Optimization exercise on an open flow, not production practice. RTL: at most simulated, not proved equivalent. Function not checked: runs 4 and 5. Power: default activity.

**flow/design.v**
```verilog
package pgtl_pkg;
    localparam int SAMPLE_COUNT = 8;
    localparam int PAIR_SLOTS   = SAMPLE_COUNT * (SAMPLE_COUNT - 1) / 2;
    localparam int POS_W        = 31;
    localparam int GENO_W       = 16;
    localparam int SAMPLE_W     = 3;
    localparam int CODE_W       = 2;
    localparam logic [POS_W-1:0] LONG_TRACT_MIN_RESET = 31'd10000;
    function automatic int pair_slot(input int i, input int j);
        pair_slot = ((i * (2 * SAMPLE_COUNT - i - 1)) >> 1) + (j - i - 1);
    endfunction
    function automatic logic [POS_W:0] prefix_carries(input logic [POS_W-1:0] p,
                                                      input logic [POS_W-1:0] g,
                                                      input logic cin);
        logic [POS_W:0] gg;
        logic [POS_W:0] pp;
        logic [POS_W:0] ng;
        logic [POS_W:0] np;
        gg = {g, cin};
        pp = {p, 1'b0};
        for (int l = 0; (1 << l) <= POS_W; l++)
        begin
            ng = gg;
            np = pp;
            for (int i = 0; i <= POS_W; i++)
            begin
                if (((i >> l) & 1) == 1)
                begin
                    ng[i] = gg[i] | (pp[i] & gg[((i >> l) << l) - 1]);
                    np[i] = pp[i] & pp[((i >> l) << l) - 1];
                end
            end
            gg = ng;
            pp = np;
        end
        prefix_carries = gg;
    endfunction
    function automatic logic carry_out(input logic [POS_W:0] a,
                                       input logic [POS_W:0] b,
                                       input logic cin);
        logic [POS_W+1:0] gg;
        logic [POS_W+1:0] pp;
        logic [POS_W+1:0] ng;
        logic [POS_W+1:0] np;
        gg = {a & b, cin};
        pp = {a | b, 1'b0};
        for (int l = 0; (1 << l) <= POS_W + 1; l++)
        begin
            ng = gg;
            np = pp;
            for (int i = 0; i <= POS_W + 1; i++)
            begin
                if (((i >> l) & 1) == 1)
                begin
                    ng[i] = gg[i] | (pp[i] & gg[((i >> l) << l) - 1]);
                    np[i] = pp[i] & pp[((i >> l) << l) - 1];
                end
            end
            gg = ng;
            pp = np;
        end
        carry_out = gg[POS_W+1];
    endfunction
endpackage
module pgtl_pos_store
(
    input  logic                         clk,
    input  logic                         rst_n,
    input  logic                         clear,
    input  logic [pgtl_pkg::PAIR_SLOTS-1:0] sel,
    input  logic                         wr_en,
    input  logic [pgtl_pkg::POS_W-1:0]   wr_data,
    output logic [pgtl_pkg::POS_W-1:0]   rd_data
);
    logic [pgtl_pkg::POS_W-1:0]      mem [pgtl_pkg::PAIR_SLOTS];
    logic [pgtl_pkg::PAIR_SLOTS-1:0] valid_reg;
    always_ff @(posedge clk or negedge rst_n)
    begin
        if (!rst_n)
            valid_reg <= '0;
        else if (clear)
            valid_reg <= '0;
        else if (wr_en)
            valid_reg <= valid_reg | sel;
    end
    always_ff @(posedge clk)
    begin
        for (int k = 0; k < pgtl_pkg::PAIR_SLOTS; k++)
            if (wr_en && sel[k])
                mem[k] <= wr_data;
    end
    always_comb
    begin
        rd_data = '0;
        for (int k = 0; k < pgtl_pkg::PAIR_SLOTS; k++)
            rd_data = rd_data | (mem[k] & {pgtl_pkg::POS_W{sel[k] & valid_reg[k]}});
    end
endmodule
module pairwise_genotype_tract_lengths
(
    input  logic                          clk,
    input  logic                          rst_n,
    input  logic                          cfg_valid,
    output logic                          cfg_ready,
    input  logic [pgtl_pkg::POS_W-1:0]    cfg_long_tract_min,
    input  logic                          site_valid,
    output logic                          site_ready,
    input  logic                          site_new_scaffold,
    input  logic                          site_is_indel,
    input  logic [pgtl_pkg::POS_W-1:0]    site_position,
    input  logic [pgtl_pkg::GENO_W-1:0]   site_genotypes,
    output logic                          result_valid,
    input  logic                          result_ready,
    output logic [pgtl_pkg::SAMPLE_W-1:0] result_first_sample,
    output logic [pgtl_pkg::SAMPLE_W-1:0] result_second_sample,
    output logic [pgtl_pkg::POS_W-1:0]    result_tract_length,
    output logic                          result_long_tract,
    output logic                          result_last_of_site
);
    localparam int NP = pgtl_pkg::PAIR_SLOTS;
    localparam int PW = pgtl_pkg::POS_W;
    localparam int NS = pgtl_pkg::SAMPLE_COUNT;
    function automatic logic [NP-1:0] below(input logic [NP-1:0] m);
        logic [NP-1:0] o;
        logic [NP-1:0] n;
        o = m;
        for (int l = 0; (1 << l) < NP; l++)
        begin
            n = o;
            for (int i = 0; i < NP; i++)
                if (((i >> l) & 1) == 1)
                    n[i] = o[i] | o[((i >> l) << l) - 1];
            o = n;
        end
        below = {o[NP-2:0], 1'b0};
    endfunction
    logic [PW-1:0] long_min_reg;
    assign cfg_ready = 1'b1;
    always_ff @(posedge clk or negedge rst_n)
    begin
        if (!rst_n)
            long_min_reg <= pgtl_pkg::LONG_TRACT_MIN_RESET;
        else if (cfg_valid)
            long_min_reg <= cfg_long_tract_min;
    end
    logic          s_empty;
    logic          s_valid;
    logic          s_ns;
    logic          s_nz;
    logic [PW-1:0] s_pos;
    logic [NP-1:0] s_mask;
    logic [NP-1:0] in_mask;
    logic          in_nz;
    logic          s_take;
    logic          s_leave;
    logic          pend_clear;
    assign site_ready = s_empty;
    assign s_valid    = !s_empty;
    always_comb
    begin
        logic [NS-1:0] ref_s;
        logic [NS-1:0] alt_s;
        for (int i = 0; i < NS; i++)
        begin
            ref_s[i] = (site_genotypes[2*i +: 2] == 2'd0);
            alt_s[i] = (site_genotypes[2*i +: 2] == 2'd2);
        end
        in_mask = '0;
        for (int i = 0; i < NS; i++)
            for (int j = i + 1; j < NS; j++)
                in_mask[pgtl_pkg::pair_slot(i, j)] =
                    !site_is_indel && ((ref_s[i] && alt_s[j]) || (alt_s[i] && ref_s[j]));
        in_nz = !site_is_indel && (ref_s != '0) && (alt_s != '0);
    end
    always_ff @(posedge clk)
    begin
        if (s_empty)
        begin
            s_ns   <= site_new_scaffold;
            s_nz   <= in_nz;
            s_pos  <= site_position;
            s_mask <= in_mask;
        end
    end
    logic          a_valid;
    logic [NP-1:0] a_oh;
    logic [NP-1:0] a_rest;
    logic [PW-1:0] a_pos;
    logic          a_more;
    logic          adv;
    logic          a_fire;
    logic          a_upd;
    logic [NP-1:0] s_m;
    logic [NP-1:0] bl_r;
    logic [NP-1:0] bl_s;
    logic [NP-1:0] lo_r;
    logic [NP-1:0] lo_s;
    logic          clear;
    logic [PW-1:0] rd_data;
    logic [pgtl_pkg::SAMPLE_W-1:0] a_first;
    logic [pgtl_pkg::SAMPLE_W-1:0] a_second;
    logic          out_valid;
    assign adv     = !out_valid || result_ready;
    assign a_fire  = a_valid && adv;
    assign a_upd   = adv || !a_valid;
    assign s_take  = a_upd && !a_more && s_valid && s_nz;
    assign s_leave = s_valid && (!s_nz || (a_upd && !a_more));
    assign clear   = s_take && (s_ns || pend_clear);
    assign s_m  = s_mask & {NP{s_valid}};
    assign bl_r = below(a_rest);
    assign bl_s = below(s_m);
    assign lo_r = a_rest & ~bl_r;
    assign lo_s = s_m & ~bl_s;
    always_ff @(posedge clk or negedge rst_n)
    begin
        if (!rst_n)
        begin
            s_empty    <= 1'b1;
            a_valid    <= 1'b0;
            a_more     <= 1'b0;
            pend_clear <= 1'b0;
        end
        else
        begin
            if (s_empty)
                s_empty <= !site_valid;
            else if (s_leave)
                s_empty <= 1'b1;
            if (s_take)
                pend_clear <= 1'b0;
            else if (s_valid && !s_nz && s_ns)
                pend_clear <= 1'b1;
            if (a_upd)
            begin
                if (a_more)
                    a_more <= ((a_rest & bl_r) != '0);
                else
                    a_more <= ((s_m & bl_s) != '0);
                a_valid <= a_more || (s_valid && s_nz);
            end
        end
    end
    always_ff @(posedge clk)
    begin
        if (a_upd)
        begin
            if (a_more)
            begin
                a_oh   <= lo_r;
                a_rest <= a_rest & bl_r;
            end
            else
            begin
                a_oh   <= lo_s;
                a_rest <= s_m & bl_s;
                a_pos  <= s_pos;
            end
        end
    end
    pgtl_pos_store u_store
    (
        .clk     (clk),
        .rst_n   (rst_n),
        .clear   (clear),
        .sel     (a_oh),
        .wr_en   (a_fire),
        .wr_data (a_pos),
        .rd_data (rd_data)
    );
    always_comb
    begin
        a_first  = '0;
        a_second = '0;
        for (int i = 0; i < NS; i++)
            for (int j = i + 1; j < NS; j++)
                if (a_oh[pgtl_pkg::pair_slot(i, j)])
                begin
                    a_first  = a_first  | i[pgtl_pkg::SAMPLE_W-1:0];
                    a_second = a_second | j[pgtl_pkg::SAMPLE_W-1:0];
                end
    end
    logic                          b_valid;
    logic [PW-1:0]                 b_p;
    logic [PW-1:0]                 b_g;
    logic [pgtl_pkg::SAMPLE_W-1:0] b_first;
    logic [pgtl_pkg::SAMPLE_W-1:0] b_second;
    logic                          b_last;
    logic [PW:0]                   b_c;
    logic                          b_fwd;
    logic [PW-1:0]                 b_len;
    logic [PW:0]                   m_s;
    logic [PW:0]                   m_k;
    logic                          m_geq;
    logic                          min_zero;
    always_ff @(posedge clk or negedge rst_n)
    begin
        if (!rst_n)
        begin
            b_valid   <= 1'b0;
            out_valid <= 1'b0;
        end
        else if (adv)
        begin
            b_valid   <= a_valid;
            out_valid <= b_valid;
        end
    end
    always_ff @(posedge clk)
    begin
        if (adv)
        begin
            b_p      <= a_pos ^ ~rd_data;
            b_g      <= a_pos & ~rd_data;
            b_first  <= a_first;
            b_second <= a_second;
            b_last   <= !a_more;
        end
    end
    assign b_c   = pgtl_pkg::prefix_carries(b_p, b_g, 1'b1);
    assign b_fwd = b_c[PW];
    assign b_len = b_fwd ? (b_p ^ b_c[PW-1:0]) : '0;
    always_comb
    begin
        m_s = '0;
        m_k = '0;
        m_k[0] = 1'b1;
        for (int i = 0; i < PW; i++)
        begin
            m_s[i]   = b_p[i] ^ ~long_min_reg[i];
            m_k[i+1] = b_g[i] | (b_p[i] & ~long_min_reg[i]);
        end
    end
    assign m_geq    = pgtl_pkg::carry_out(m_s, m_k, 1'b1);
    assign min_zero = (long_min_reg == '0);
    logic [pgtl_pkg::SAMPLE_W-1:0] out_first;
    logic [pgtl_pkg::SAMPLE_W-1:0] out_second;
    logic [PW-1:0]                 out_len;
    logic                          out_long;
    logic                          out_last;
    always_ff @(posedge clk)
    begin
        if (adv)
        begin
            out_first  <= b_first;
            out_second <= b_second;
            out_len    <= b_len;
            out_long   <= b_fwd ? m_geq : min_zero;
            out_last   <= b_last;
        end
    end
    assign result_valid         = out_valid;
    assign result_first_sample  = out_first;
    assign result_second_sample = out_second;
    assign result_tract_length  = out_len;
    assign result_long_tract    = out_long;
    assign result_last_of_site  = out_last;
endmodule
```
**flow/run.sh**
```bash
#!/bin/bash
# synth_recipe.tcl (not shown) runs the flow's synth.tcl, then flattens the netlist and writes it again
# the make line also repeats each setting of config.mk as NAME=value (left out here)
make -C /OpenROAD-flow-scripts/flow DESIGN_CONFIG=/design/flow/config.mk WORK_HOME=/design/flow/orfs CLKGATE_MAP_FILE= SYNTH_SCRIPT=/design/flow/synth_recipe.tcl finish
```
**flow/config.mk**
```make
export PLATFORM = sky130hd
export DESIGN_NAME = pairwise_genotype_tract_lengths
export DESIGN_NICKNAME = pairwise_genotype_tract_lengths
export VERILOG_FILES = /design/flow/design.v
export SDC_FILE = /design/flow/constraint.sdc
export NUM_CORES = 4
export LEC_CHECK = 0
export CAP_MARGIN = 20
export CORE_MARGIN = 2
export CORE_UTILIZATION = 65
export CTS_CLUSTER_DIAMETER = 80
export CTS_CLUSTER_SIZE = 25
export SETUP_SLACK_MARGIN = 3.0
export SLEW_MARGIN = 20
```
**flow/constraint.sdc**
```tcl
create_clock -name core_clock -period 5.5 [get_ports {clk}]
set_input_delay 1.1000 -clock core_clock [delete_from_list [all_inputs] [get_ports {clk}]]
set_output_delay 1.1000 -clock core_clock [all_outputs]
set_load 0.01 [all_outputs]
```
==> results of run 1 <==
cell families after synthesis:
family | after synthesis | synth area share
compound gates | 677 | 0.111
xor+xnor | 45 | 0.00862
fa+ha+maj | 73 | 0.0195
buf+inv | 195 | 0.0162
flops | 1188 | 0.773
mux | 2 | 0.000438
other cells | 1 | 0.0000820
simple gates | 639 | 0.0713
report_power, final:
part	switching [mW]	total, mW	internal (mW)
Sequential	1.14	13.6	12.5
Clock	2.76	4.70	1.94
Combinational	6.19	9.31	3.12
Total	10.1	27.6	17.6
path summary, 6_finish.rpt:
check                           startpoint          end  slack, ns  cells past startpoint
worst max-delay path                b_g[7]  out_len[15]       2.77                     11
worst min-delay path              s_pos[8]     a_pos[8]       0.43                      0
worst max register to register      b_g[7]  out_len[15]       2.77                     11
worst min register to register    s_pos[8]     a_pos[8]       0.43                      0
max in group asynchronous            rst_n      a_valid       3.91                      2
min in group asynchronous            rst_n      b_valid       0.54                      1
worst register-to-register path, delay by kind of cell (launching register included):
family / cells / cell delay, ns
AOI/OAI and AO/OA: 7 / 1.56
DFF: 1 / 0.48
buffers and inverters: 3 / 0.39
and+or+nand+nor: 1 / 0.07
cells in the mapped netlist (3+ instances only):
| cell | instances |
|---|---|
| o21ai_0 | 85 |
| clkbuf_1 | 101 |
| nor2b_1 | 11 |
| buf_2 | 3 |
| nor2_1 | 130 |
| or2_2 | 10 |
| nand2b_1 | 8 |
| a22oi_1 | 248 |
| dfrtp_1 | 59 |
| nand2_1 | 97 |
| a32o_1 | 6 |
| and3_1 | 34 |
| or4_1 | 5 |
| o32ai_1 | 7 |
| a221oi_1 | 94 |
| a41oi_1 | 3 |
| nor4_1 | 38 |
| edfxtp_1 | 1123 |
| o211ai_1 | 6 |
| o22ai_1 | 19 |
| o21a_1 | 5 |
| inv_1 | 56 |
| nor3_1 | 95 |
| xnor2_1 | 36 |
| and2_0 | 17 |
| and2_1 | 15 |
| a2111oi_0 | 4 |
| buf_1 | 32 |
| a21o_1 | 13 |
| a22o_1 | 93 |
| dfstp_2 | 6 |
| a211oi_1 | 8 |
| a31oi_1 | 5 |
| and4_1 | 3 |
| or3_1 | 17 |
| o41ai_1 | 6 |
| ha_1 | 65 |
| xor2_1 | 9 |
| o31ai_1 | 17 |
| a21oi_1 | 37 |
| maj3_1 | 8 |
| nand4_1 | 73 |
| nand3_1 | 75 |
timing repair:
item	in CTS	in global routing
gates resized for setup	278	103
gates cloned	17	9
hold buffers	0	0
pin swaps	86	76
setup endpoints to repair	1175	556
setup buffers	97	69
per-layer routing:
layer	global-route usage	up-vias
met5	0	-
met4	0.188	4
met3	0.0858	473
met2	0.589	2460
met1	0.527	14900
li1	-	12100
stage by stage:
stage               hold slack, ns  std cells  setup slack (ns)
floorplan                    0.400       2820              2.84
global placement             0.401       3814              1.64
detailed placement           0.405       3817              1.57
CTS                          0.428       4020              2.74
global route                 0.436       4099              2.70
finish                       0.428       4101              2.77
cell type report:
cell class | instances | area [um2] | share of cell area
Clock buffer | 82 | 1510 | 0.0283
Timing Repair inverter | 2 | 18.8 | 0.000352
Clock inverter | 7 | 101 | 0.00190
Timing Repair Buffer | 365 | 3530 | 0.0662
Tap cell | 940 | 1180 | 0.0221
Antenna cell | 2 | 5.00 | 0.0000939
Inverter | 58 | 249 | 0.00467
Sequential cell | 1188 | 35400 | 0.664
Multi-Input combinational cell | 1457 | 11300 | 0.213
==> metrics.md, run 1 <==
| Metric | Value |
|---|---|
| Status | no timing/DRC/antenna violations |
| Cell Area, Placed | 48400 um2 |
| Ports | between 100 and 150 |
| Max Fclk | 366 MHz |
| Leakage | between 15 and 20 nW |
| RePlAce Congestion | between 0.8 and 0.9 |
| Final instance area | 53300 um2 |
| CP max stage delay | 0.48 ns |
| Clk buf depth | 3 |
| Layout Skew | 0.0362 ns |
| Slowest cell on crit path | edfxtp_1 |
| Via-to-Cell Ratio | about 7.3 |
| Fin crit period | 2.73 ns |
| Largest net degree at the start of global routing | 91 |
| GRT Resource Usage Total | 0.383 |
| Final nets | 3277 |
| Core Region | 69800 um2 |
| Number of enable flip-flop cells after synthesis | 1123 |
| Synth top area share | 0.737 |
| PnR Total Power | 27.6 mW |
| Die width | 269 um |
| Crit path kind | reg2reg |
| Met2 Routed Length | 65100 um |
| CTS clk-pin slew, worst paths | 0.09 ns |
| Met3 WL post-DR | approximately 19000 um |
| Synth warnings | 3 |
| Cell count after synthesis | around 2800 |
| Die Ht | roughly 270 um |
| CP Max Fanout | 8 |
| First-pass GRT wire length | between 150000 and 200000 um |
| Setup TNS | 0 ns |
| Yosys top cell by area | edfxtp_1 |
| Dominant synthesized flop cell | edfxtp_1 |
| Rows | 97 |
| Ys async rst share | 0.0547 |
| Max Cap Viol | 0 |
| Commonest non-fill, non-tap cell in the layout | edfxtp_1 |
| Initial core utilization | 0.655 |
| Fill count | 4098 |
| Sequential share of the synthesized area | 0.773 |
| Most frequent CP cell | a211o_1 |
| DRC Markers | 0 |
| Vias | 29900 |
| WP data arrival | around 3.2 ns |
| Number of library cell types mapped by synthesis | 73 |
| Most frequent cells in the layout | edfxtp_1 (1123), a22oi_1 (246), buf_4 (183) |
| Share of cells above drive strength 1 | 0.179 |
| Initial antenna violation count | 2 |
| Largest register FFs | 868 |
| Post-Syn Area | about 46000 um2 |
| Cell family with most CP delay | compound AO/OA/AOI/OAI gates |
| Fin crit share | 0.496 |
| TritonCTS clock tree | done |
| Worst hold path class | reg2reg |
| Finish-stage setup viols | 0 |
| Slew @ Worst Pin | 1.11 ns |
| Syn Area/Cell | 16.2 um2 |
| Max layer used | met5 |
| Area Growth Syn to Fin | 16.5% |
| Yosys reg bits | 1188 |
| Clk sink count | around 1200 |
| Worst slew margin | 0.261 |
| Post-layout util | 0.764 |
| Post-DRT Antenna Nets | 0 |
| Most flop-heavy register | u_store.mem |
| Worst path bufs/invs | 3 |
| Final hold violations | 0 |
| DRT iter0 DRCs | 4846 |
| Detailed Route WL | 143000 um |
| Routed length on met1 | a little under 50000 um |
| H-tree levels | 2 |
| Setup crit end kind | register |
| Num CTS Buffers | 55 |
| Crit start category | register |
| Clock Latency Late Sink | 0.69 ns |
| Synth Net Count | approximately 3000 |
| WL per Instance | 34.8 um |
| Die ar. | 72500 um2 |
| GR Overflow Total | 0 |
| RSZ-0062 raised after global routing | yes |
| IO buf count | 125 |
| Initial DRT Pass Iterations | 6 |
| CTS Root Cell | clkbuf_16 |
| Max VDD drop | about 0.00037 V |
| PwrDens | between 500 and 600 nW/um2 |
| Vias in the first global route | 28200 |
| CP cell instances | a211o_1 > a211oi_2 > a21oi_4 > a21boi_4 > o31ai_4 > a211o_1 > a31oi_4 > buf_6 > buf_12 > buf_16 > nor2b_1 |
| Fin. max-slew vios | 0 |
| DP Wirelength | 79200 um |
| Synth area leaders | edfxtp_1 (74%), a22oi_1 (4.1%), dfrtp_1 (3.2%) |
| Worst Path Required | 5.93 ns |
Testbench counts, summed over its fixed seeds: cycles 25,627.
==> run 2, diff against run 1 <==
--- a/flow/config.mk
+++ b/flow/config.mk
@@ -7,8 +7,8 @@
 export LEC_CHECK = 0
 export CAP_MARGIN = 20
 export CORE_MARGIN = 2
-export CORE_UTILIZATION = 65
+export CORE_UTILIZATION = 50
 export CTS_CLUSTER_DIAMETER = 80
 export CTS_CLUSTER_SIZE = 25
-export SETUP_SLACK_MARGIN = 3.0
+export SETUP_SLACK_MARGIN = 2.6
 export SLEW_MARGIN = 20
==> run 2 against run 1 <==
First-iteration DRC count decreased by 21%; synthesized cell count unchanged; via count decreased by 7.5%; hold slack worse by 0.0041 ns; sequential cell count stayed put; non-clock buffer count is 131 lower; global-route usage down 9.6 points; cell count rose by 2.0%; sequential power about the same; clock power grew 3%; sequential share of layout area is 2.8 points higher; combinational power shrank 15%.
==> metrics.md, run 2 <==
| Metric | Value |
|---|---|
| Status | no timing/DRC/antenna violations |
| Synth top area share | 0.737 (unchanged) |
| Area Growth Syn to Fin | 11.8% |
| Finish-stage setup viols | 0 (unchanged) |
| Setup crit end kind | register |
| IO buf count | 125 (unchanged) |
| PnR Total Power | 26.2 mW (-5.3%) |
| Final nets | 3126 (-4.6%) |
| Clk buf depth | 3 (unchanged) |
| Worst hold path class | reg2reg |
| Synth area leaders | edfxtp_1 (74%), a22oi_1 (4.1%), dfrtp_1 (3.2%) |
| Syn Area/Cell | 16.2 um2 (unchanged) |
| Dominant synthesized flop cell | edfxtp_1 |
| Crit Reg-Reg Startpoint | a_oh[3] |
| CTS Root Cell | clkbuf_16 |
| GRT Resource Usage Total | 0.286 (-0.0965) |
| Post-DRT Antenna Nets | 0 (unchanged) |
| GR Overflow Total | 0 (unchanged) |
| Sequential share of the synthesized area | 0.773 (unchanged) |
| Total net switching power | 9.42 mW (-6.6%) |
| Most frequent cells in the layout | edfxtp_1 (1123), a22oi_1 (248), nor2_1 (130) |
| DRC Markers | 0 (unchanged) |
| Ports | 127 (unchanged) |
| CP max stage delay | 0.49 ns (about the same) |
| Share of cells above drive strength 1 | 0.107 (-0.0727) |
| Fin crit period | 2.96 ns (+0.227 ns) |
| PwrDens | 512 nW/um2 (-1.2%) |
| Worst Path Required | 5.92 ns (about the same) |
| Final hold violations | 0 (unchanged) |
| Leakage | 16.8 nW (-6.6%) |
| Crit path kind | reg2reg |
| Max Fclk | 338 MHz (-7.7%) |
| Die Ht | 306 um (+14%) |
| Pint | 16.8 mW (-4.5%) |
| Rows | 110 (+13%) |
| Layout Skew | 0.0322 ns (-0.00397 ns) |
| Hold Path Origin | b_first[2] |
| CP Max Fanout | 17 (+9) |
| Slowest cell on crit path | nand4_1 |
| Setup TNS | 0 ns (unchanged) |
| Initial core utilization | 0.507 (-0.149) |
| Most common cell in the netlist | edfxtp_1 |
| Fin crit share | 0.538 (+0.0413) |
| Switching share of power | 0.360 (-0.00515) |
| CTS clk-pin slew, worst paths | 0.10 ns (about the same) |
| Post-layout util | 0.566 (-0.198) |
| WL per Instance | 32.4 um (-6.9%) |
| R2r worst-path depth | 7 (-4) |
| Post-Syn Area | 45700 um2 (unchanged) |
| Yosys top cell by area | edfxtp_1 |
| TritonCTS clock tree | done |
| Largest register FFs | 868 (unchanged) |
| DRT iter0 DRCs | 3820 (-21%) |
| Max Cap Viol | 0 (unchanged) |
| Clock Latency Late Sink | 0.68 ns (about the same) |
| CP cell instances | and2_4 > buf_4 > a22o_1 > a221oi_1 > nand4_1 > nor3_2 > ha_1 |
| Synth Net Count | 2970 (unchanged) |
| Critical Path Start | a_oh[3] |
| Initial DRT Pass Iterations | 6 (unchanged) |
| WP data arrival | 3.38 ns (+0.22 ns) |
| Vias | 27600 (-7.5%) |
| Detailed Route WL | 136000 um (-5.0%) |
| RSZ-0062 raised after global routing | yes |
| Die width | 306 um (+14%) |
| Most flop-heavy register | u_store.mem |
| Via-to-Cell Ratio | 6.60 (-9.4%) |
| DP Wirelength | 83400 um (+5.3%) |
| Most frequent cells after synthesis | edfxtp_1 (1123), a22oi_1 (248), nor2_1 (130) |
| Cell count after synthesis | 2820 (unchanged) |
| CTS hold repair buffers | 0 (unchanged) |
| First-pass GRT wire length | 193000 um (-2.3%) |
| Fin. max-slew vios | 0 (unchanged) |
| Part of the power in the clock network | 0.185 (+0.015) |
| Ys async rst share | 0.0547 (unchanged) |
| Max VDD drop | 0.000386 V (+3.0%) |
| Largest net degree at the start of global routing | 91 (unchanged) |
| Sequential share of power | 0.514 (+0.021) |
| Core Region | 90300 um2 (+29%) |
| Synth warnings | 3 (unchanged) |
| Initial antenna violation count | 1 (-1) |
| Num CTS Buffers | 57 (+3.6%) |
| RePlAce Congestion | 0.940 (+4.6%) |
| Commonest non-fill, non-tap cell in the layout | edfxtp_1 |
| Clk sink count | 1188 (unchanged) |
| Crit start category | register |
| Slew @ Worst Pin | 1.13 ns (+0.0237 ns) |
| Cell depth of the worst hold path | 0 (unchanged) |
| Number of enable flip-flop cells after synthesis | 1123 (unchanged) |
| Die ar. | 93900 um2 (+30%) |
| Worst slew margin | 0.245 (-0.0158) |
| Comb power frac | 0.302 (-0.035) |
| Vias in the first global route | 26900 (-4.7%) |
| H-tree levels | 2 (unchanged) |
| Number of library cell types mapped by synthesis | 73 (unchanged) |
| Yosys reg bits | 1188 (unchanged) |
## run 2: cell count changes in the layout (fill, tap and decap cells not counted), sizes merged
cell	change
and2	-4
and3	-16
buf	-129
clkbuf	-11
clkdlybuf4s15	-2
clkdlybuf4s50	+40
clkinv	+2
clkinvlp	+1
diode	-1
dlygate4sd2	-37
inv	+4
## run 2: path summary, 6_finish.rpt
path,endpoint,slack [ns]
max,b_p[1],2.54
min,out_first[2],0.42
max reg2reg,b_p[1],2.54
min reg2reg,out_first[2],0.42
max in group asynchronous,a_more,4.22
min in group asynchronous,long_min_reg[3],0.59
## run 2: worst max-delay path: cells and delay by family, from the launching register on
kind / cells / cell delay, ns
AND/OR/NAND/NOR: 3 / 1.10
adder cells (fa/ha/maj): 1 / 0.28
AO/OA/AOI/OAI: 2 / 0.53
flip-flops: 1 / 0.46
buffers and inverters: 1 / 0.28
## run 2: power groups by stage
stage	Clock (mW)	Combinational, mW	Sequential (mW)
5_1_grt	5.15	8.31	13.6
6_report	4.83	7.90	13.5
2_1_floorplan	0	3.74	13.6
3_5_place_dp	0	7.36	13.6
3_3_place_gp	0	7.22	13.6
4_1_cts	4.86	7.67	13.4
## run 2: per-layer routing
| metal | track usage | part of all wire | up-vias |
|---|---|---|---|
| met5 | 0 | 0 | - |
| met4 | 0.0715 | 0.027 | 0 |
| met3 | 0.0559 | 0.11 | 212 |
| met2 | 0.471 | 0.48 | 1673 |
| met1 | 0.395 | 0.39 | 14000 |
| li1 | - | - | 11700 |
## run 2: area by class of cell
cell class,count,area (um2)
multi-input cells,1437,10200
well taps,1176,1470
fillers,6941,39200
inverters,58,220
diodes,1,2.50
clock buffers,74,1490
repair buffers,234,2160
clock inverters,16,185
flip-flops and latches,1188,35400
## run 2: through the flow
step | setup slack (ns) | hold slack (ns) | cell area (um2) | cells
6_report | 2.54 | 0.424 | 51100 | 4184
5_1_grt | 2.49 | 0.432 | 51100 | 4183
4_1_cts | 2.53 | 0.424 | 50900 | 4179
3_5_place_dp | 1.53 | 0.405 | 48800 | 4078
3_3_place_gp | 1.69 | 0.403 | 48700 | 4075
2_1_floorplan | 2.63 | 0.400 | 45800 | 2820
## run 2: what timing repair did
action	CTS	global route
pin swaps	11	15
setup buffers	11	4
gates cloned	0	0
setup endpoints to repair	154	217
resized for setup	71	34
## run 2: kinds of logic after synthesis
| logic type | synth area share |
|---|---|
| flops | 0.773 |
| compound gates | 0.111 |
| simple gates | 0.0713 |
| buf+inv | 0.0162 |
| fa+ha+maj | 0.0195 |
| xor+xnor | 0.00862 |
| mux | 0.000438 |
| other cells | 0.0000820 |
==> run 3, diff against run 2 <==
--- a/flow/config.mk
+++ b/flow/config.mk
@@ -10,5 +10,5 @@
 export CORE_UTILIZATION = 50
 export CTS_CLUSTER_DIAMETER = 80
 export CTS_CLUSTER_SIZE = 25
-export SETUP_SLACK_MARGIN = 2.6
+export SETUP_SLACK_MARGIN = 3.0
 export SLEW_MARGIN = 20
==> run 3 against run 2 <==
Clock power down 1%; cell area increased by 4.9%; non-clock buffer count increased by 136; synthesized area did not move; combinational power is 17% higher; total power is 5.4% higher; hold slack improved by 0.0014 ns; worst setup slack gained 0.18 ns; sequential power about the same; global-route usage rose by 1.8 points; critical path depth up 4; register-to-register slack improved by 0.18 ns.
==> metrics.md, run 3 <==
| Metric | Value |
|---|---|
| Slowest cell on crit path | edfxtp_1 |
| Worst r2r dst | out_len[21] |
| CTS hold repair buffers | 0 (unchanged) |
| Clock Latency Late Sink | 0.68 ns (about the same) |
| Core Region | 90300 um2 (unchanged) |
| Initial core utilization | 0.507 (unchanged) |
| Detailed Route WL | 148000 um (+8.9%) |
| Worst path bufs/invs | 3 (+2) |
| Total net switching power | 10.1 mW (+7.1%) |
| Comb power frac | 0.336 (+0.034) |
| First-pass GRT wire length | 204000 um (+5.6%) |
| Vias | 29200 (+5.5%) |
| Setup TNS | 0 ns (unchanged) |
| Cell Area, Placed | 48800 um2 (about the same) |
| Share of cells above drive strength 1 | 0.185 (+0.0786) |
| Area Growth Syn to Fin | 17.3% |
| Most frequent cells in the layout | edfxtp_1 (1123), a22oi_1 (246), buf_4 (187) |
| Final hold violations | 0 (unchanged) |
| Worst Path Required | 5.92 ns (about the same) |
| Crit start category | register |
| Max Cap Viol | 0 (unchanged) |
| Post-layout util | 0.594 (+0.0279) |
| IO buf count | 125 (unchanged) |
| RSZ-0062 raised after global routing | yes |
| CP Max Fanout | 8 (-9) |
| CP max stage delay | 0.45 ns (-0.04 ns) |
| CTS Root Cell | clkbuf_16 |
| Switching share of power | 0.365 (+0.00564) |
| Number of library cell types mapped by synthesis | 73 (unchanged) |
| Layout Skew | 0.0295 ns (-0.00269 ns) |
| Vias in the first global route | 27800 (+3.3%) |
| Final instance area | 53600 um2 (+4.9%) |
| Slew @ Worst Pin | 1.24 ns (+0.103 ns) |
| Leakage | 18.0 nW (+7.0%) |
| Cell depth of the worst hold path | 0 (unchanged) |
| Commonest non-fill, non-tap cell in the layout | edfxtp_1 |
| Dominant synthesized flop cell | edfxtp_1 |
| Most common cell in the netlist | edfxtp_1 |
| Synth warnings | 3 (unchanged) |
| Most frequent CP cell | buf_12 |
| Crit Reg-Reg Startpoint | b_g[7] |
| Finish-stage setup viols | 0 (unchanged) |
| Die Ht | 306 um (unchanged) |
| Initial antenna violation count | 9 (+8) |
| Clk buf depth | 3 (unchanged) |
| Pre-CTS setup slack | 1.59 ns (+0.0546 ns) |
| Fin. max-slew vios | 0 (unchanged) |
| Max VDD drop | 0.000487 V (+26%) |
| Sequential share of the synthesized area | 0.773 (unchanged) |
| GR Overflow Total | 0 (unchanged) |
| Most frequent cells after synthesis | edfxtp_1 (1123), a22oi_1 (248), nor2_1 (130) |
| PwrDens | 515 nW/um2 (+0.45%) |
| DP Wirelength | 81100 um (-2.7%) |
| Synth area leaders | edfxtp_1 (74%), a22oi_1 (4.1%), dfrtp_1 (3.2%) |
| Most flop-heavy register | u_store.mem |
| Hold EP | a_pos[26] |
| Initial DRT Pass Iterations | 6 (unchanged) |
| Largest register FFs | 868 (unchanged) |
| Clk sink count | 1188 (unchanged) |
| WP data arrival | 3.19 ns (-0.19 ns) |
| Fin crit share | 0.505 (-0.0328) |
| Yosys top cell by area | edfxtp_1 |
| Sequential share of power | 0.491 (-0.023) |
| Final nets | 3284 (+5.1%) |
| Ys async rst share | 0.0547 (unchanged) |
| GRT Resource Usage Total | 0.304 (+0.0180) |
| Part of the power in the clock network | 0.173 (-0.012) |
| CTS clk-pin slew, worst paths | 0.10 ns (about the same) |
| TritonCTS clock tree | done |
| DRT iter0 DRCs | 4299 (+13%) |
| Post-Syn Area | 45700 um2 (unchanged) |
| Synth top area share | 0.737 (unchanged) |
| RePlAce Congestion | 0.927 (-1.3%) |
| R2r worst-path depth | 11 (+4) |
| Rows | 110 (unchanged) |
| Max Fclk | 360 MHz (+6.5%) |
| Ports | 127 (unchanged) |
| Worst slew margin | 0.177 (-0.0684) |
| Setup crit end kind | register |
| Cell family with most CP delay | compound AO/OA/AOI/OAI gates |
| Largest net degree at the start of global routing | 96 (+5.5%) |
| DRC Markers | 0 (unchanged) |
| Final Instance Count excl. Fillers | 4350 (+4.0%) |
| Crit path kind | reg2reg |
| Synth Net Count | 2970 (unchanged) |
| Status | no timing/DRC/antenna violations |
| Syn Area/Cell | 16.2 um2 (unchanged) |
| Cell count after synthesis | 2820 (unchanged) |
| R2r setup slk | 2.72 ns (+0.18 ns) |
| CP cell instances | a211o_1 > a211oi_2 > a21oi_4 > a21boi_4 > o31ai_4 > buf_6 > a211o_4 > a31oi_4 > buf_12 > buf_12 > nor2_4 |
| Worst setup margin | 2.72 ns (+0.180 ns) |
| Post-DRT Antenna Nets | 0 (unchanged) |
| Hold Path Origin | s_pos[26] |
| Fin crit period | 2.78 ns (-0.180 ns) |
| Die ar. | 93900 um2 (unchanged) |
| Die width | 306 um (unchanged) |
| Pint | 17.5 mW (+4.5%) |
| Number of enable flip-flop cells after synthesis | 1123 (unchanged) |
| WL per Instance | 34.0 um (+4.8%) |
| Placed Cells | 4060 (-0.44%) |
| Via-to-Cell Ratio | 6.70 (+1.5%) |
| H-tree levels | 2 (unchanged) |
| Yosys reg bits | 1188 (unchanged) |
| Hold Slack | 0.425 ns (+0.00137 ns) |
| Num CTS Buffers | 56 (-1.8%) |
| Worst hold path class | reg2reg |
| PnR Total Power | 27.6 mW (+5.4%) |
## run 3: cell types whose count changed in the layout (fill, tap and decap cells not counted), sizes merged
| cell | previous run | this run |
|---|---|---|
| clkinv | 9 | 6 |
| buf | 111 | 246 |
| and3 | 34 | 53 |
| inv | 62 | 63 |
| and2 | 32 | 34 |
| clkbuf | 74 | 87 |
| clkinvlp | 3 | 2 |
| nand2 | 97 | 98 |
| dlygate4sd2 | 0 | 39 |
| clkdlybuf4s50 | 122 | 82 |
## run 3: what timing repair did
item                                    4_1_cts  5_1_grt
pin swaps                                    92       75
gates cloned                                 17        9
endpoints found under the setup margin     1147      313
setup buffers                               110       56
gates resized for setup                     281      106
## run 3: power groups by stage
stage	Clock [mW]	Sequential, mW	Combinational, mW
global route	5.12	13.7	9.61
CTS	4.81	13.5	8.44
floorplan	0	13.5	3.82
detailed placement	0	13.7	7.19
finish	4.78	13.5	9.27
global placement	0	13.6	7.10
## run 3: cell families after synthesis
| family | after synthesis | synth area share |
|---|---|---|
| AO/OA/AOI/OAI | 677 | 0.111 |
| AND/OR/NAND/NOR | 639 | 0.0713 |
| adder cells (fa/ha/maj) | 73 | 0.0195 |
| multiplexers | 2 | 0.000438 |
| buffers and inverters | 195 | 0.0162 |
| other | 1 | 0.0000820 |
| flip-flops | 1188 | 0.773 |
| XOR/XNOR | 45 | 0.00862 |
## run 3: worst max path at each step
stage,startpoint,endpoint,depth (start not counted)
floorplan,result_ready,u_store.mem[0][0],4
global placement,result_ready,u_store.mem[15][22],5
detailed placement,result_ready,u_store.mem[15][13],5
CTS,s_empty,site_ready,1
global route,b_g[7],out_len[26],12
finish,b_g[7],out_len[21],11
## run 3: final cells by class
cell class / count / area (um2)
fill: 6768 / 36700
sequential: 1188 / 35400
multi-input combinational: 1459 / 11400
timing repair buffer: 370 / 3530
clock buffer: 85 / 1530
tap: 1176 / 1470
inverter: 58 / 238
clock inverter: 12 / 119
timing repair inverter: 1 / 7.51
antenna: 1 / 2.50
## run 3: layer usage
metal | share of wire | up-vias | wire, um | GRT usage
met3 | 0.11 | 373 | 16200 | 0.0396
met5 | 0.00030 | - | 44 | 0
met4 | 0.051 | 6 | 7520 | 0.115
li1 | - | 12100 | - | -
met2 | 0.47 | 2027 | 69600 | 0.502
met1 | 0.37 | 14700 | 54400 | 0.417
==> run 4, diff against run 3 <==
--- a/flow/design.v
+++ b/flow/design.v
@@ -134,6 +134,40 @@
         end
         below = {o[NP-2:0], 1'b0};
     endfunction
+    function automatic logic two_or_more(input logic [NP-1:0] m);
+        logic [31:0] a;
+        logic [31:0] t;
+        logic [31:0] na;
+        logic [31:0] nt;
+        a = '0;
+        a[NP-1:0] = m;
+        t = '0;
+        for (int w = 32; w > 1; w = w / 2)
+        begin
+            na = '0;
+            nt = '0;
+            for (int i = 0; i < w / 2; i++)
+            begin
+                na[i] = a[2*i] | a[2*i+1];
+                nt[i] = t[2*i] | t[2*i+1] | (a[2*i] & a[2*i+1]);
+            end
+            a = na;
+            t = nt;
+        end
+        two_or_more = t[0];
+    endfunction
+    function automatic logic [1:0] count8(input logic [NS-1:0] m);
+        logic any;
+        logic two;
+        any = 1'b0;
+        two = 1'b0;
+        for (int i = 0; i < NS; i++)
+        begin
+            two = two | (any & m[i]);
+            any = any | m[i];
+        end
+        count8 = {two, any};
+    endfunction
     logic [PW-1:0] long_min_reg;
     assign cfg_ready = 1'b1;
     always_ff @(posedge clk or negedge rst_n)
@@ -151,6 +185,8 @@
     logic [NP-1:0] s_mask;
     logic [NP-1:0] in_mask;
     logic          in_nz;
+    logic          in_more;
+    logic          s_more;
     logic          s_take;
     logic          s_leave;
     logic          pend_clear;
@@ -160,6 +196,8 @@
     begin
         logic [NS-1:0] ref_s;
         logic [NS-1:0] alt_s;
+        logic [1:0]    ref_c;
+        logic [1:0]    alt_c;
         for (int i = 0; i < NS; i++)
         begin
             ref_s[i] = (site_genotypes[2*i +: 2] == 2'd0);
@@ -170,7 +208,10 @@
             for (int j = i + 1; j < NS; j++)
                 in_mask[pgtl_pkg::pair_slot(i, j)] =
                     !site_is_indel && ((ref_s[i] && alt_s[j]) || (alt_s[i] && ref_s[j]));
-        in_nz = !site_is_indel && (ref_s != '0) && (alt_s != '0);
+        ref_c   = count8(ref_s);
+        alt_c   = count8(alt_s);
+        in_nz   = !site_is_indel && ref_c[0] && alt_c[0];
+        in_more = !site_is_indel && ((ref_c[1] && alt_c[0]) || (ref_c[0] && alt_c[1]));
     end
     always_ff @(posedge clk)
     begin
@@ -178,6 +219,7 @@
         begin
             s_ns   <= site_new_scaffold;
             s_nz   <= in_nz;
+            s_more <= in_more;
             s_pos  <= site_position;
             s_mask <= in_mask;
         end
@@ -233,9 +275,9 @@
             if (a_upd)
             begin
                 if (a_more)
-                    a_more <= ((a_rest & bl_r) != '0);
+                    a_more <= two_or_more(a_rest);
                 else
-                    a_more <= ((s_m & bl_s) != '0);
+                    a_more <= s_valid && s_more;
                 a_valid <= a_more || (s_valid && s_nz);
             end
         end
--- a/flow/config.mk
+++ b/flow/config.mk
@@ -7,7 +7,7 @@
 export LEC_CHECK = 0
 export CAP_MARGIN = 20
 export CORE_MARGIN = 2
-export CORE_UTILIZATION = 50
+export CORE_UTILIZATION = 65
 export CTS_CLUSTER_DIAMETER = 80
 export CTS_CLUSTER_SIZE = 25
 export SETUP_SLACK_MARGIN = 3.0
==> run 4 against run 3 <==
Still clean on timing, DRC and antenna; hold slack better by 0.00070 ns; clock power is 2% lower; combinational power is 17% lower; clock skew is 0.0031 ns higher; die area is 23% lower; sequential cell count is 1 higher; sequential share of layout area is 0.32 points higher.
==> metrics.md, run 4 <==
| Metric | Value |
|---|---|
| Worst hold path class | reg2reg |
| Most common cell in the netlist | edfxtp_1 |
| Layout Skew | 0.0326 ns (+0.00312 ns) |
| Total net switching power | 8.77 mW (-13%) |
| Post-Syn Area | 45700 um2 (about the same) |
| Largest register FFs | 868 (unchanged) |
| CTS clk-pin slew, worst paths | 0.10 ns (about the same) |
| Pint | 16.5 mW (-5.7%) |
| Final nets | 3266 (-0.55%) |
| Initial antenna violation count | 5 (-4) |
| Fin. max-slew vios | 0 (unchanged) |
| Number of library cell types mapped by synthesis | 71 (-2.7%) |
| Num CTS Buffers | 55 (-1.8%) |
| Vias | 30000 (+2.9%) |
| Setup crit end kind | register |
| Post-DRT Antenna Nets | 0 (unchanged) |
| Synth Net Count | 2962 (-0.27%) |
| Max Cap Viol | 0 (unchanged) |
| WL per Instance | 35.9 um (+5.7%) |
| Slowest cell on crit path | edfxtp_1 |
| Core Region | 69800 um2 (-23%) |
| CP max stage delay | 0.47 ns (+0.02 ns) |
| Vias in the first global route | 28100 (+1.0%) |
| Via-to-Cell Ratio | 7.33 (+9.3%) |
| Max Fclk | 346 MHz (-3.9%) |
| Part of the power in the clock network | 0.186 (+0.013) |
| DP Wirelength | 78800 um (-2.8%) |
| Most frequent CP cell | buf_12 |
| H-tree levels | 2 (unchanged) |
| CTS Root Cell | clkbuf_16 |
| RSZ-0062 raised after global routing | yes |
| Comb power frac | 0.303 (-0.033) |
| Most flop-heavy register | u_store.mem |
| Max VDD drop | 0.000414 V (-15%) |
| WP data arrival | 3.32 ns (+0.13 ns) |
| Fin crit period | 2.89 ns (+0.113 ns) |
| Leakage | 18.0 nW (+0.31%) |
| GR Overflow Total | 0 (unchanged) |
| Ports | 127 (unchanged) |
| DRT iter0 DRCs | 5361 (+25%) |
| Status | no timing/DRC/antenna violations |
| Worst path bufs/invs | 3 (unchanged) |
| Most frequent cells in the layout | edfxtp_1 (1124), a22oi_1 (243), buf_4 (162) |
| Worst setup margin | 2.61 ns (-0.113 ns) |
| Rows | 97 (-12%) |
| Cell count after synthesis | 2812 (-0.28%) |
| Clock Latency Late Sink | 0.69 ns (about the same) |
| TritonCTS clock tree | done |
| CTS hold repair buffers | 0 (unchanged) |
| Most frequent cells after synthesis | edfxtp_1 (1124), a22oi_1 (253), nor2_1 (133) |
| Post-layout util | 0.765 (+0.171) |
| Dominant synthesized flop cell | edfxtp_1 |
| Initial core utilization | 0.655 (+0.148) |
| Finish-stage setup viols | 0 (unchanged) |
| Largest net degree at the start of global routing | 96 (unchanged) |
| Ys async rst share | 0.0547 (about the same) |
| Clk sink count | 1189 (+0.084%) |
| RePlAce Congestion | 0.895 (-3.5%) |
| First-pass GRT wire length | 200000 um (-1.7%) |
| Number of enable flip-flop cells after synthesis | 1124 (+0.089%) |
| Crit start category | register |
| IO buf count | 125 (unchanged) |
| Pre-CTS setup slack | 1.54 ns (-0.0457 ns) |
| Sequential share of the synthesized area | 0.774 (+0.00133) |
| Die width | 269 um (-12%) |
| Cell family with most CP delay | compound AO/OA/AOI/OAI gates |
| Die Ht | 269 um (-12%) |
| CP Max Fanout | 6 (-2) |
| Commonest non-fill, non-tap cell in the layout | edfxtp_1 |
| Setup TNS | 0 ns (unchanged) |
| Detailed Route WL | 147000 um (-0.47%) |
| Final hold violations | 0 (unchanged) |
| Initial DRT Pass Iterations | 10 (+4) |
| PwrDens | 473 nW/um2 (-8.0%) |
| DRC Markers | 0 (unchanged) |
| Yosys reg bits | 1189 (+0.084%) |
| Clk buf depth | 3 (unchanged) |
| Synth area leaders | edfxtp_1 (74%), a22oi_1 (4.2%), dfrtp_1 (3.2%) |
| Worst Path Required | 5.93 ns (about the same) |
| Share of cells above drive strength 1 | 0.182 (-0.00373) |
| Switching share of power | 0.347 (-0.0187) |
| Synth top area share | 0.739 (+0.00130) |
| Synth warnings | 3 (unchanged) |
| Crit path kind | reg2reg |
| CP cell instances | a211o_1 > or2_4 > o311ai_4 > a211oi_2 > or3_4 > a21oi_4 > buf_12 > buf_12 > buf_16 > nor2_1 |
| Syn Area/Cell | 16.2 um2 (+0.20%) |
| Slew @ Worst Pin | 1.14 ns (-0.0944 ns) |
| Fin crit share | 0.525 (+0.0205) |
| Fill count | 4020 (-41%) |
| Sequential share of power | 0.511 (+0.020) |
| Die ar. | 72400 um2 (-23%) |
| Worst slew margin | 0.240 (+0.0629) |
| GRT Resource Usage Total | 0.390 (+0.0857) |
| Yosys top cell by area | edfxtp_1 |
| Area Growth Syn to Fin | 16.9% |
==> run 4: power groups by stage <==
stage / clock network (mW) / registers (mW) / logic (mW)
floorplan: 0 / 12.9 / 3.04
global placement: 0 / 13.1 / 5.46
detailed placement: 0 / 13.1 / 5.57
CTS: 4.68 / 12.9 / 6.67
global route: 4.97 / 13.0 / 7.85
finish: 4.70 / 12.9 / 7.66
==> run 4: worst register-to-register path, delay by kind of cell (launching register included) <==
| kind | cells | cell delay, ns |
|---|---|---|
| compound gates | 4 | 1.06 |
| simple gates | 3 | 0.71 |
| flops | 1 | 0.47 |
| buf+inv | 3 | 0.40 |
==> run 4: area by class of cell <==
type / count / area, um2 / area share
tap: 940 / 1180 / 0.0220
inverter: 51 / 215 / 0.00403
timing repair inverter: 1 / 7.51 / 0.000141
clock buffer: 82 / 1500 / 0.0281
clock inverter: 9 / 120 / 0.00225
multi-input combinational: 1462 / 11300 / 0.211
sequential: 1189 / 35400 / 0.663
timing repair buffer: 356 / 3710 / 0.0695
antenna: 4 / 10.0 / 0.000187
==> run 4: stage by stage <==
stage               area (um2)  total power [mW]  hold slack, ns  instances
floorplan                45900              15.9           0.400       2812
global placement         48300              18.5           0.400       3810
detailed placement       48300              18.7           0.405       3811
CTS                      52000              24.2           0.427       4016
global route             53400              25.9           0.435       4091
finish                   53400              25.3           0.426       4094
==> run 4: cells by family after synthesis <==
group                    count (synthesis)  synth area share
multiplexers                             3          0.000685
XOR/XNOR                                41           0.00786
other                                    1         0.0000821
AND/OR/NAND/NOR                        650            0.0720
buffers and inverters                  187            0.0157
AO/OA/AOI/OAI                          671             0.110
adder cells (fa/ha/maj)                 70            0.0189
flip-flops                            1189             0.774
==> run 4: what timing repair did <==
action,CTS,global route
endpoints found under the setup margin,1153,491
resized for setup,277,142
buffers inserted,88,59
pin swaps,88,111
cloned,26,14
endpoints found under the hold margin,0,0
==> run 4: final timing paths <==
check	slack [ns]	depth (start not counted)	endpoint	startpoint
setup / recovery	2.61	10	out_len[13]	b_p[8]
hold / removal	0.43	0	a_pos[22]	s_pos[22]
setup reg to reg	2.61	10	out_len[13]	b_p[8]
hold reg to reg	0.43	0	a_pos[22]	s_pos[22]
max in group asynchronous	3.90	2	s_empty	rst_n
min in group asynchronous	0.53	1	out_valid	rst_n
==> run 4: layer usage <==
layer / GRT usage / wire length (um) / vias to the layer above
met5: 0 / 25 / -
li1: - / - / 12000
met2: 0.605 / 66400 / 2643
met3: 0.0911 / 21700 / 510
met4: 0.184 / 9240 / 4
met1: 0.532 / 49700 / 14800
==> run 5, diff against run 4 <==
--- a/flow/design.v
+++ b/flow/design.v
@@ -190,7 +190,9 @@
     logic          s_take;
     logic          s_leave;
     logic          pend_clear;
-    assign site_ready = s_empty;
+    logic          s_rdy;
+    logic          s_empty_next;
+    assign site_ready = s_rdy;
     assign s_valid    = !s_empty;
     always_comb
     begin
@@ -253,6 +255,14 @@
     assign bl_s = below(s_m);
     assign lo_r = a_rest & ~bl_r;
     assign lo_s = s_m & ~bl_s;
+    assign s_empty_next = s_empty ? !(site_valid && s_rdy) : s_leave;
+    always_ff @(posedge clk or negedge rst_n)
+    begin
+        if (!rst_n)
+            s_rdy <= 1'b0;
+        else
+            s_rdy <= s_empty_next;
+    end
     always_ff @(posedge clk or negedge rst_n)
     begin
         if (!rst_n)
@@ -264,10 +274,7 @@
         end
         else
         begin
-            if (s_empty)
-                s_empty <= !site_valid;
-            else if (s_leave)
-                s_empty <= 1'b1;
+            s_empty <= s_empty_next;
             if (s_take)
                 pend_clear <= 1'b0;
             else if (s_valid && !s_nz && s_ns)
@@ -322,6 +329,7 @@
                 end
     end
     logic                          b_valid;
+    logic                          b2_valid;
     logic [PW-1:0]                 b_p;
     logic [PW-1:0]                 b_g;
     logic [pgtl_pkg::SAMPLE_W-1:0] b_first;
@@ -329,7 +337,6 @@
     logic                          b_last;
     logic [PW:0]                   b_c;
     logic                          b_fwd;
-    logic [PW-1:0]                 b_len;
     logic [PW:0]                   m_s;
     logic [PW:0]                   m_k;
     logic                          m_geq;
@@ -339,12 +346,14 @@
         if (!rst_n)
         begin
             b_valid   <= 1'b0;
+            b2_valid  <= 1'b0;
             out_valid <= 1'b0;
         end
         else if (adv)
         begin
             b_valid   <= a_valid;
-            out_valid <= b_valid;
+            b2_valid  <= b_valid;
+            out_valid <= b2_valid;
         end
     end
     always_ff @(posedge clk)
@@ -360,7 +369,6 @@
     end
     assign b_c   = pgtl_pkg::prefix_carries(b_p, b_g, 1'b1);
     assign b_fwd = b_c[PW];
-    assign b_len = b_fwd ? (b_p ^ b_c[PW-1:0]) : '0;
     always_comb
     begin
         m_s = '0;
@@ -374,23 +382,49 @@
     end
     assign m_geq    = pgtl_pkg::carry_out(m_s, m_k, 1'b1);
     assign min_zero = (long_min_reg == '0);
+    logic [PW-1:0]                 b2_diff;
+    logic                          b2_fwd;
+    logic                          b2_geq;
+    logic [pgtl_pkg::SAMPLE_W-1:0] b2_first;
+    logic [pgtl_pkg::SAMPLE_W-1:0] b2_second;
+    logic                          b2_last;
+    always_ff @(posedge clk)
+    begin
+        if (adv)
+        begin
+            b2_diff   <= b_p ^ b_c[PW-1:0];
+            b2_fwd    <= b_fwd;
+            b2_geq    <= m_geq;
+            b2_first  <= b_first;
+            b2_second <= b_second;
+            b2_last   <= b_last;
+        end
+    end
     logic [pgtl_pkg::SAMPLE_W-1:0] out_first;
     logic [pgtl_pkg::SAMPLE_W-1:0] out_second;
     logic [PW-1:0]                 out_len;
     logic                          out_long;
     logic                          out_last;
+    logic                          out_valid_port;
     always_ff @(posedge clk)
     begin
         if (adv)
         begin
-            out_first  <= b_first;
-            out_second <= b_second;
-            out_len    <= b_len;
-            out_long   <= b_fwd ? m_geq : min_zero;
-            out_last   <= b_last;
+            out_first  <= b2_first;
+            out_second <= b2_second;
+            out_len    <= b2_fwd ? b2_diff : '0;
+            out_long   <= b2_fwd ? b2_geq : min_zero;
+            out_last   <= b2_last;
         end
     end
-    assign result_valid         = out_valid;
+    always_ff @(posedge clk or negedge rst_n)
+    begin
+        if (!rst_n)
+            out_valid_port <= 1'b0;
+        else
+            out_valid_port <= b2_valid || (out_valid_port && !result_ready);
+    end
+    assign result_valid         = out_valid_port;
     assign result_first_sample  = out_first;
     assign result_second_sample = out_second;
     assign result_tract_length  = out_len;
==> run 5 against run 4 <==
Clock skew grew 0.0040 ns; maximum frequency grew 0.82%; via count grew 0.56%; core utilization shrank 0.79 points; highest routed layer unchanged; first-iteration DRC count shrank 7.5%; largest power group unchanged; sequential power grew 15%; die area grew 2.7%; total power grew 17%; worst setup slack gained 0.024 ns; cell count grew 0.61%.
==> metrics.md, run 5 <==
| Metric | Value |
|---|---|
| Status | no timing/DRC/antenna violations |
| Area of the multi-input gates | 11000 um2 (-2.8%) |
| Slew @ Worst Pin | 1.14 ns (-0.00440 ns) |
| Clk buf depth | 3 (unchanged) |
| Clk sink count | 1232 (+3.6%) |
| R2r setup slk | 2.63 ns (+0.02 ns) |
| Max Fclk | 349 MHz (+0.82%) |
| Fin crit share | 0.521 (-0.00428) |
| Number of library cell types mapped by synthesis | 71 (unchanged) |
| RePlAce Congestion | 0.900 (+0.49%) |
| Most common cell in the netlist | edfxtp_1 |
| RSZ-0062 raised after global routing | yes |
| Max VDD drop | 0.000496 V (+20%) |
| Die width | 273 um (+1.4%) |
| DRT iter0 DRCs | 4958 (-7.5%) |
| Number of enable flip-flop cells after synthesis | 1164 (+3.6%) |
| PwrDens | 548 nW/um2 (+16%) |
| Fill count | 4156 (+3.4%) |
| Yosys top cell by area | edfxtp_1 |
| Synth warnings | 3 (unchanged) |
| Ports | 127 (unchanged) |
| Crit path kind | reg2reg |
| CP Max Fanout | 3 (-3) |
| Largest register FFs | 868 (unchanged) |
| Vias in the first global route | 27800 (-0.83%) |
| Post-Synth Adder-Cell Area | 0.0192 (+0.000344) |
| Critical Path Start | s_mask[1] |
| Pre-CTS setup slack | 1.50 ns (-0.0453 ns) |
| Most frequent cells after synthesis | edfxtp_1 (1164), a22oi_1 (250), nand2_1 (114) |
| Post-Syn Area | 47000 um2 (+2.8%) |
| Area Growth Syn to Fin | 15.3% |
| GRT Resource Usage Total | 0.381 (-0.00905) |
| Setup crit end kind | register |
| Final hold violations | 0 (unchanged) |
| Worst setup margin | 2.63 ns (+0.0236 ns) |
| Detailed Route WL | 147000 um (+0.14%) |
| First-pass GRT wire length | 199000 um (-0.53%) |
| Most used routing layer | met2 |
| CTS hold repair buffers | 0 (unchanged) |
| Final nets | 3266 (unchanged) |
| Initial DRT Pass Iterations | 8 (-2) |
| Initial antenna violation count | 7 (+2) |
| Largest family of logic cells by synthesized area | compound AO/OA/AOI/OAI gates |
| Fin. max-slew vios | 0 (unchanged) |
| Fin crit period | 2.87 ns (-0.0236 ns) |
| DP Wirelength | 76400 um (-3.1%) |
| GRT met2 Usage | 0.576 (-0.0285) |
| XOR/XNOR share of the synthesized area | 0.00970 (+0.00184) |
| Max Cap Viol | 0 (unchanged) |
| Compound-gate portion of the synthesized area | 0.104 (-0.00622) |
| Sequential share of the synthesized area | 0.781 (+0.00632) |
| Die Ht | 273 um (+1.4%) |
| Share of cells above drive strength 1 | 0.159 (-0.0226) |
| Clock Latency Late Sink | 0.68 ns (about the same) |
| CTS clk-pin slew, worst paths | 0.10 ns (about the same) |
| Num CTS Buffers | 56 (+1.8%) |
| Synth Area in Simple Gates | 0.0714 (-0.000661) |
| Crit Reg-Reg Startpoint | s_mask[1] |
| DRC Markers | 0 (unchanged) |
| Most flop-heavy register | u_store.mem |
| WP data arrival | 3.38 ns (+0.06 ns) |
| Vias | 30200 (+0.56%) |
| IO buf count | 125 (unchanged) |
| Largest net degree at the start of global routing | 70 (-27%) |
| Met3 usage | 0.0926 (+0.00151) |
| H-tree levels | 2 (unchanged) |
| Leakage | 18.2 nW (+1.1%) |
| CTS Root Cell | clkbuf_16 |
| Worst Path Required | 6.01 ns (+0.08 ns) |
| Setup crit end | a_oh[27] |
| Die ar. | 74400 um2 (+2.7%) |
| Core Region | 71500 um2 (+2.4%) |
| Initial core utilization | 0.657 (+0.00212) |
| Setup TNS | 0 ns (unchanged) |
| Finish-stage setup viols | 0 (unchanged) |
| Rows | 98 (+1.0%) |
| Post-DRT Antenna Nets | 0 (unchanged) |
| Cell count after synthesis | 2839 (+0.96%) |
| Syn Area/Cell | 16.5 um2 (+1.8%) |
| Layout Skew | 0.0367 ns (+0.00403 ns) |
| Commonest non-fill, non-tap cell in the layout | edfxtp_1 |
| GR Overflow Total | 0 (unchanged) |
| Dominant synthesized flop cell | edfxtp_1 |
| Worst r2r dst | a_oh[27] |
| WL per Instance | 35.8 um (-0.47%) |
| R2r worst-path depth | 7 (-3) |
| Yosys reg bits | 1232 (+3.6%) |
| Worst slew margin | 0.242 (+0.00293) |
| Register area | 36700 um2 (+3.6%) |
| Synth top area share | 0.744 (+0.00568) |
| Multiplexer area fraction after synthesis | 0.000240 (-0.000445) |
| Ys async rst share | 0.0552 (+0.000527) |
| Synth Net Count | 2989 (+0.91%) |
| Crit start category | register |
| Worst hold path class | in2async |
| Synth area leaders | edfxtp_1 (74%), a22oi_1 (4.0%), dfrtp_1 (3.3%) |
| Most frequent cells in the layout | edfxtp_1 (1164), a22oi_1 (247), buf_4 (141) |
| Via-to-Cell Ratio | 7.32 (about the same) |
| Grt met1 use | 0.533 (+0.00107) |
| TritonCTS clock tree | done |
## run 5: cell types whose count changed after synthesis, moves of 9 or more
cell      previous run  this run
and2_1              18        48
nor2_1             133       111
edfxtp_1          1124      1164
xnor2_1             33        43
nor3_1             104        91
nand3_1             69        78
o22ai_1             16        26
## run 5: critical path, cell delays in order, from the launching register on
cell	delay, ns
edfxtp_1	0.39
or3_4	0.40
or4b_4	0.53
nor4_4	0.28
nand3b_4	0.11
or4_4	0.46
or3_4	0.37
o31ai_4	0.18
## run 5: per-stage QoR
stage | utilization | hold WS (ns) | area (um2) | total power, mW | cells
after floorplan | - | 0.400 | 47200 | 18.8 | 2839
after global placement | 0.693 | 0.402 | 49600 | 22.4 | 3851
after detailed placement | 0.695 | 0.405 | 49700 | 22.6 | 3856
after CTS | 0.741 | 0.425 | 52900 | 28.4 | 4056
after global routing | 0.757 | 0.339 | 54100 | 30.3 | 4114
final | 0.757 | 0.329 | 54100 | 29.7 | 4119
## run 5: timing repair
action | 4_1_cts | 5_1_grt
resized for setup | 237 | 128
pin swaps | 71 | 65
gates cloned | 24 | 10
hold endpoints to repair | 0 | 0
buffers inserted | 70 | 43
setup endpoints to repair | 1142 | 161
## run 5: layout make-up
| type | count | area share |
|---|---|---|
| Clock inverter | 10 | 0.00189 |
| Sequential cell | 1232 | 0.677 |
| Timing Repair inverter | 2 | 0.000300 |
| Multi-Input combinational cell | 1449 | 0.202 |
| Tap cell | 950 | 0.0220 |
| Antenna cell | 5 | 0.000231 |
| Timing Repair Buffer | 328 | 0.0626 |
| Clock buffer | 96 | 0.0296 |
| Inverter | 47 | 0.00363 |
## run 5: power breakdown
group          total [mW]  switching (mW)  internal (mW)
clock network        4.88            2.82           2.07
registers            14.8            1.37           13.4
logic                10.0            6.74           3.29
total                29.7            10.9           18.7
## run 5: how the worst min path moves through the flow
stage,startpoint,endpoint,cells after the start
6_report,rst_n,long_min_reg[14],1
5_1_grt,rst_n,long_min_reg[14],1
4_1_cts,b_second[2],b2_second[2],0
3_5_place_dp,s_pos[25],a_pos[25],0
3_3_place_gp,s_pos[27],a_pos[27],0
2_1_floorplan,s_pos[0],a_pos[0],0
## run 5: kinds of logic after synthesis
group,after synthesis
buffers and inverters,180
XOR/XNOR,52
flip-flops,1232
other,1
AO/OA/AOI/OAI,652
multiplexers,1
adder cells (fa/ha/maj),74
AND/OR/NAND/NOR,647
## run 5: per-layer routing
metal	part of all wire	vias to the layer above
li1	-	12100
met3	0.15	518
met5	0.00032	-
met4	0.061	8
met2	0.45	2756
met1	0.34	14800
==> run 6, diff against run 5 <==
--- a/flow/design.v
+++ b/flow/design.v
@@ -89,12 +89,16 @@
             if (wr_en && sel[k])
                 mem[k] <= wr_data;
     end
+    logic [pgtl_pkg::POS_W-1:0] rd_mux;
+    logic                       rd_valid;
     always_comb
     begin
-        rd_data = '0;
+        rd_mux = '0;
         for (int k = 0; k < pgtl_pkg::PAIR_SLOTS; k++)
-            rd_data = rd_data | (mem[k] & {pgtl_pkg::POS_W{sel[k] & valid_reg[k]}});
+            rd_mux = rd_mux | (mem[k] & {pgtl_pkg::POS_W{sel[k]}});
     end
+    assign rd_valid = ((sel & valid_reg) != '0);
+    assign rd_data  = rd_mux & {pgtl_pkg::POS_W{rd_valid}};
 endmodule
 module pairwise_genotype_tract_lengths
 (
--- a/flow/config.mk
+++ b/flow/config.mk
@@ -10,5 +10,5 @@
 export CORE_UTILIZATION = 65
 export CTS_CLUSTER_DIAMETER = 80
 export CTS_CLUSTER_SIZE = 25
-export SETUP_SLACK_MARGIN = 3.0
+export SETUP_SLACK_MARGIN = 2.85
 export SLEW_MARGIN = 20
==> run 6 against run 5 <==
Wire length decreased by 8.8%; count of clock-buffer cells in the layout is 13 lower; cell count down 2.3%; first-iteration DRC count rose by 3.1%; still clean on timing, DRC and antenna; critical endpoint is now u_store.mem[12][3]; highest routed layer unchanged.
==> metrics.md, run 6 <==
| Metric | Value |
|---|---|
| Clk sink count | 1232 (unchanged) |
| DRC Markers | 0 (unchanged) |
| GR Overflow Total | 0 (unchanged) |
| Initial antenna violation count | 3 (-4) |
| DRT iter0 DRCs | 5110 (+3.1%) |
| Fin. max-slew vios | 0 (unchanged) |
| Initial DRT Pass Iterations | 6 (-2) |
| Post-DRT Antenna Nets | 0 (unchanged) |
| Worst slew margin | 0.203 (-0.0391) |
| Yosys top cell by area | edfxtp_1 |
| Fin crit period | 2.62 ns (-0.242 ns) |
| Worst hold path class | reg2reg |
| TritonCTS clock tree | done |
| Post-Syn Area | 47300 um2 (+0.69%) |
| Die Ht | 274 um (+0.34%) |
| CTS Root Cell | clkbuf_16 |
| RSZ-0062 raised after global routing | yes |
| Dominant synthesized flop cell | edfxtp_1 |
| Most common cell in the netlist | edfxtp_1 |
| WL per Instance | 33.4 um (-6.7%) |
| Number of library cell types mapped by synthesis | 71 (unchanged) |
| Antenna Cells | 0 (-5) |
| Max Fclk | 381 MHz (+9.2%) |
| Share of cells above drive strength 1 | 0.105 (-0.0542) |
| Synth area leaders | edfxtp_1 (74%), dfrtp_1 (3.3%), a22oi_1 (3.1%) |
| PnR Total Power | 21.1 mW (-29%) |
| Clock Latency Late Sink | 0.68 ns (about the same) |
| Core Region | 71700 um2 (+0.34%) |
| Largest net degree at the start of global routing | 145 (+110%) |
| RePlAce Congestion | 0.911 (+1.2%) |
| Max Cap Viol | 0 (unchanged) |
| Finish-stage setup viols | 0 (unchanged) |
| CP Max Fanout | 35 (+32) |
| PwrDens | 402 nW/um2 (-27%) |
| Setup crit end kind | register |
| Clk buf depth | 3 (unchanged) |
| Max VDD drop | 0.000344 V (-31%) |
| Sequential share of the synthesized area | 0.775 (-0.00537) |
| Most frequent cells after synthesis | edfxtp_1 (1164), a22oi_1 (194), nor2_1 (161) |
| Most frequent cells in the layout | edfxtp_1 (1164), a22oi_1 (194), nor2_1 (144) |
| Area Growth Syn to Fin | 10.7% |
| Ys async rst share | 0.0552 (unchanged) |
| Most flop-heavy register | u_store.mem |
| Hold Slack | 0.425 ns (+0.0962 ns) |
| Rows | 98 (unchanged) |
| Yosys reg bits | 1232 (unchanged) |
| Fin crit share | 0.477 (-0.0439) |
| Leakage | 17.9 nW (-1.8%) |
| Layout Skew | 0.0272 ns (-0.00943 ns) |
| GRT Resource Usage Total | 0.356 (-0.0246) |
| CTS clk-pin slew, worst paths | 0.09 ns (about the same) |
| Synth top area share | 0.739 (-0.00512) |
| Detailed Route WL | 134000 um (-8.8%) |
| Number of enable flip-flop cells after synthesis | 1164 (unchanged) |
| Commonest non-fill, non-tap cell in the layout | edfxtp_1 |
| Vias | 29100 (-3.7%) |
| Syn Area/Cell | 16.4 um2 (-0.84%) |
| Synth Net Count | 3033 (+1.5%) |
| Via-to-Cell Ratio | 7.22 (-1.4%) |
| Setup TNS | 0 ns (unchanged) |
| Final nets | 3188 (-2.4%) |
| Cell count after synthesis | 2883 (+1.5%) |
| Ports | 127 (unchanged) |
| Vias in the first global route | 27400 (-1.5%) |
| Largest register FFs | 868 (unchanged) |
| Die width | 274 um (+0.34%) |
| Crit path kind | in2reg |
| Status | no timing/DRC/antenna violations |
| WP data arrival | 2.98 ns (-0.40 ns) |
| DP Wirelength | 76400 um (about the same) |
| Initial core utilization | 0.659 (+0.00229) |
==> run 6: cell types whose count changed after synthesis, sizes merged, moves of 28 or more <==
cell / previous run / this run
nor3: 91 / 53
a22o: 95 / 129
nand4: 71 / 41
clkbuf: 102 / 146
a22oi: 250 / 194
a221oi: 95 / 130
nor2: 111 / 161
a41o: 3 / 32
and2: 61 / 33
==> run 6: repair_timing <==
item                       4_1_cts  5_1_grt
gates cloned                     2        3
setup buffers                   38       25
setup endpoints to repair      582      253
gates resized for setup         75       70
pin swaps                        6        7
hold buffers                     0        0
==> run 6: cell type report <==
cell class              instances  area [um2]
clock buffers                  83        1520
fillers                      4385       19400
repair buffers                260        2470
well taps                     950        1190
inverters                      52         204
flip-flops and latches       1232       36700
multi-input cells            1435       10200
clock inverters                10        76.3
repair inverters                1        7.51
==> run 6: kinds of logic after synthesis <==
family,Yosys count,share of synthesized area
buffers and inverters,216,0.0174
flip-flops,1232,0.775
AO/OA/AOI/OAI,690,0.113
AND/OR/NAND/NOR,616,0.0645
adder cells (fa/ha/maj),77,0.0197
XOR/XNOR,49,0.00908
multiplexers,2,0.000423
other,1,0.0000793
==> run 6: critical path: stages <==
cell,delay (ns)
clkdlybuf4s50_1,0.54
nor2b_4,0.10
inv_6,0.26
and3_4,0.56
buf_4,0.38
==> run 6: layer usage <==
layer,share of wire,global-route usage,wire (um)
met5,0.00017,0,23
met4,0.038,0.107,5040
met3,0.15,0.0966,19900
met2,0.45,0.546,60800
met1,0.36,0.510,48500
==> run 6: per-stage QoR <==
stage,setup slack [ns],instances,cell area (um2),util
floorplan,2.72,2883,47500,-
global placement,1.74,3861,49700,0.693
detailed placement,1.63,3862,49800,0.694
CTS,2.72,3995,51800,0.723
global route,2.82,4023,52400,0.730
finish,2.88,4023,52400,0.730
==> run 6: final timing paths <==
| kind | slack (ns) | startpoint | end | depth (start not counted) |
|---|---|---|---|---|
| worst min register to register | 0.42 | b2_first[1] | out_first[1] | 0 |
| worst max-delay path | 2.88 | result_ready | u_store.mem[12][3] | 5 |
| worst max register to register | 2.88 | a_oh[6] | b_p[29] | 7 |
| worst min-delay path | 0.42 | b2_first[1] | out_first[1] | 0 |
| min in group asynchronous | 0.56 | rst_n | long_min_reg[6] | 1 |
| max in group asynchronous | 4.33 | rst_n | u_store.valid_reg[16] | 1 |
==> run 6: where the power goes <==
group          switching (mW)  internal [mW]  total (mW)
clock network            2.80           1.95        4.75
logic                    2.77           1.26        4.03
registers               0.607           11.7        12.3
Testbench counts of run 6, summed over its fixed seeds: cycles 25,635.
